What follows belongs to an exercise in optimizing a design on an open flow for small area and few clock cycles per item; a production flow would make more cautious choices.
The RTL was checked by simulation tests, not by an equivalence proof against the original design.

==> inputs of v19 <==
## dct8_column_fixed_point
module dct8_column_fixed_point
(
    input  logic                aclk,
    input  logic                aresetn,
    input  logic                s_valid,
    output logic                s_ready,
    input  logic signed [15:0]  s_sample_0,
    input  logic signed [15:0]  s_sample_1,
    input  logic signed [15:0]  s_sample_2,
    input  logic signed [15:0]  s_sample_3,
    input  logic signed [15:0]  s_sample_4,
    input  logic signed [15:0]  s_sample_5,
    input  logic signed [15:0]  s_sample_6,
    input  logic signed [15:0]  s_sample_7,
    output logic                m_valid,
    input  logic                m_ready,
    output logic signed [18:0]  m_coef_0,
    output logic signed [17:0]  m_coef_1,
    output logic signed [17:0]  m_coef_2,
    output logic signed [17:0]  m_coef_3,
    output logic signed [18:0]  m_coef_4,
    output logic signed [17:0]  m_coef_5,
    output logic signed [17:0]  m_coef_6,
    output logic signed [17:0]  m_coef_7
);
Settings: LEC_CHECK=0, CAP_MARGIN=20, CORE_MARGIN=2, CORE_UTILIZATION=60, CTS_CLUSTER_DIAMETER=110, CTS_CLUSTER_SIZE=28, PLACE_DENSITY=0.72, SLEW_MARGIN=20, SYNTH_HIERARCHICAL=1; clock period 7.5 ns.
run.sh (not shown) runs the stock make flow with config.mk's settings and CLKGATE_MAP_FILE= SYNTH_SCRIPT=/design/flow/synth_recipe.tcl, a recipe that flattens the netlist after the stock synthesis.
==> v4 (differences from v19) <==
--- a/flow/config.mk
+++ b/flow/config.mk
@@ -7,9 +7,8 @@
 export LEC_CHECK = 0
 export CAP_MARGIN = 20
 export CORE_MARGIN = 2
-export CORE_UTILIZATION = 60
+export CORE_UTILIZATION = 54
 export CTS_CLUSTER_DIAMETER = 110
 export CTS_CLUSTER_SIZE = 28
-export PLACE_DENSITY = 0.72
 export SLEW_MARGIN = 20
 export SYNTH_HIERARCHICAL = 1
==> v31 (differences from v19) <==
--- a/flow/config.mk
+++ b/flow/config.mk
@@ -10,6 +10,5 @@
 export CORE_UTILIZATION = 60
 export CTS_CLUSTER_DIAMETER = 110
 export CTS_CLUSTER_SIZE = 28
-export PLACE_DENSITY = 0.72
 export SLEW_MARGIN = 20
 export SYNTH_HIERARCHICAL = 1
==> flow_metrics.py <==
metrics = {
    "status": {
        "outcome": "finished clean",
    },
    "floorplanning": {
        "start_util_pct": 60.7,
    },
    "critical_path": {
        "crit_arrival_ns": 5.93,
        "crit_fanout": 9,
    },
    "finish": {
        "fin_cells": 5324,
        "layout.nonclk_buf_share_pct": 7.99,
    },
    "route": {
        "vias_per_cell": 5.42,
    },
    "sta": {
        "skew_ns": 0.0413,
        "max_slew_margin_pct": 40.7,
    },
    "clock_network": {
        "clkTransAtPathRegs_ns": 0.09,
    },
}
That was v31.
==> flow_metrics.py <==
metrics = {
    "status": {
        "outcome": "finished clean",
    },
    "sta": {
        "skew_ns": 0.0396,
        "max_slew_margin_pct": 35.4,
    },
    "critical_path": {
        "crit_fanout": 3,
        "crit_arrival_ns": 5.83,
    },
    "floorplanning": {
        "start_util_pct": 60.7,
    },
}
That was v19.
==> flow_metrics.py <==
metrics = {
    "status": {
        "outcome": "finished clean",
    },
    "sta": {
        "skew_ns": 0.0232,
        "max_slew_margin_pct": 40.2,
    },
    "finish": {
        "layout.nonclk_buf_share_pct": 8.47,
    },
    "clock_network": {
        "clkTransAtPathRegs_ns": 0.10,
    },
    "critical_path": {
        "crit_arrival_ns": 5.82,
        "crit_fanout": 6,
    },
    "route": {
        "vias_per_cell": 5.25,
    },
}
That was v4.
Testbench counts of v19, summed over its fixed seeds: cycles 32,016, columns 32,000.
Testbench counts of v4, summed over its fixed seeds: cycles 32,016, columns 32,000.
Testbench counts of v31, summed over its fixed seeds: cycles 32,016, columns 32,000.

---

==> xenon: inputs <==
dct8_column_fixed_point, a different RTL version from the one above (not shown whole).
export LEC_CHECK = 0
export CAP_MARGIN = 20
export CORE_MARGIN = 2
export CORE_UTILIZATION = 60
export SLEW_MARGIN = 20
export SYNTH_HIERARCHICAL = 1
create_clock -name core_clock -period 7.5 [get_ports {aclk}]
==> inputs of raven, as changes to xenon <==
Settings changed: CTS_BUF_LIST set to sky130_fd_sc_hd__clkbuf_8, CTS_CLUSTER_SIZE set to 30.
==> comparison table <==
	xenon	raven
Run status	timing/DRC/antenna clean	timing/DRC/antenna clean
Metal3 WL	5380 um	5130 um
Relative slew slack	42.5%	44.3%
Number of CTS-inserted buffers	36	53
Max Clock Freq	136 MHz	136 MHz
Design area	53800 um^2	54000 um^2
Slowest cell on the critical path	fa_2	fa_1
Via count of the routed design	29.3k	29.4k
Clock Skews	22.0 ps	53.7 ps
Total area of multi-input combinational cells	36300 um^2	36400 um^2
Relative area change from synthesis to final layout	15.2%	15.6%
Critical path buffer and inverter count	4	3
Initial DRC count	1602	1672
Non-Filler Instances	5338	5385
First-pass GRT wire length	179000 um	179000 um
Layout buffer count excluding clock buffers	459	476
Data-path buffer share of cell area in the final layout	7.78%	7.98%
Share of cell area taken by multi-input logic gates	67.4%	67.4%
Worst reg-to-reg setup slack	420 ps	410 ps
Delay of the slowest critical-path stage	580 ps	560 ps
Met1 track demand over resource	39.5%	39.5%
Worst hold slack	456 ps	459 ps
Number of setup buffers added after CTS	43	50
WL/cell	21.0 um	20.9 um
Testbench counts of xenon, summed over its fixed seeds: cycles 32,016, columns 32,000.
Testbench counts of raven, summed over its fixed seeds: cycles 32,016, columns 32,000.

---

==> inputs of run a <==
Starting RTL as in the previous note.
Settings: LEC_CHECK=0, CAP_MARGIN=20, CORE_MARGIN=2, CORE_UTILIZATION=60, CTS_CLUSTER_DIAMETER=80, CTS_CLUSTER_SIZE=20, SLEW_MARGIN=20, SYNTH_HIERARCHICAL=1; clock period 7.5 ns.
==> run b (differences from run a) <==
CTS_CLUSTER_DIAMETER = 100   (was 80)
CTS_CLUSTER_SIZE = 24   (was 20)
==> comparison <==
In area after synthesis, run a and run b do not differ.
Between run a and run b, the lower clock skew is in run a (gap 22 ps).
In sequential cell count, run a and run b do not differ.
Testbench counts of run a, summed over its fixed seeds: cycles 32,016, columns 32,000.
Testbench counts of run b, summed over its fixed seeds: cycles 32,016, columns 32,000.

[port drivers added, routing unchanged]
The results above use ideal ports. As a check the final layouts listed here were re-extracted and re-timed, cells and wires unchanged. Step 1 sets driving cells, clkbuf_16 on the clock port and buf_2 on the other inputs (assumed; they add their load-dependent delay and slew). Step 2 also shifts input and output timing later by t, the mid clock arrival at the registers, as if the neighbouring blocks saw the same clock. Slacks: ideal ports / drivers / drivers and shift; pairs: ideal ports / drivers.
run	t, ns	setup WS [ns]	clock arrival spread, ns
v19	0.582	0.170 / 0.109 / -0.010	0.040 / 0.040
v4	0.610	0.180 / 0.114 / -0.093	0.025 / 0.026
v31	0.605	0.065 / 0.004 / -0.098	0.042 / 0.042
xenon	0.622	0.169 / 0.101 / 0.065	0.026 / 0.026
raven	0.714	0.142 / 0.076 / 0.073	0.066 / 0.065
run a	0.633	0.171 / 0.103 / 0.063	0.030 / 0.031
run b	0.621	0.172 / 0.106 / 0.088	0.052 / 0.052
With both steps, setup timing fails in v19, v4 and v31, where it was met with ideal ports. For v4, which loses most, drivers alone change the setup slack by -0.066 ns; drivers and shift together by -0.273 ns.
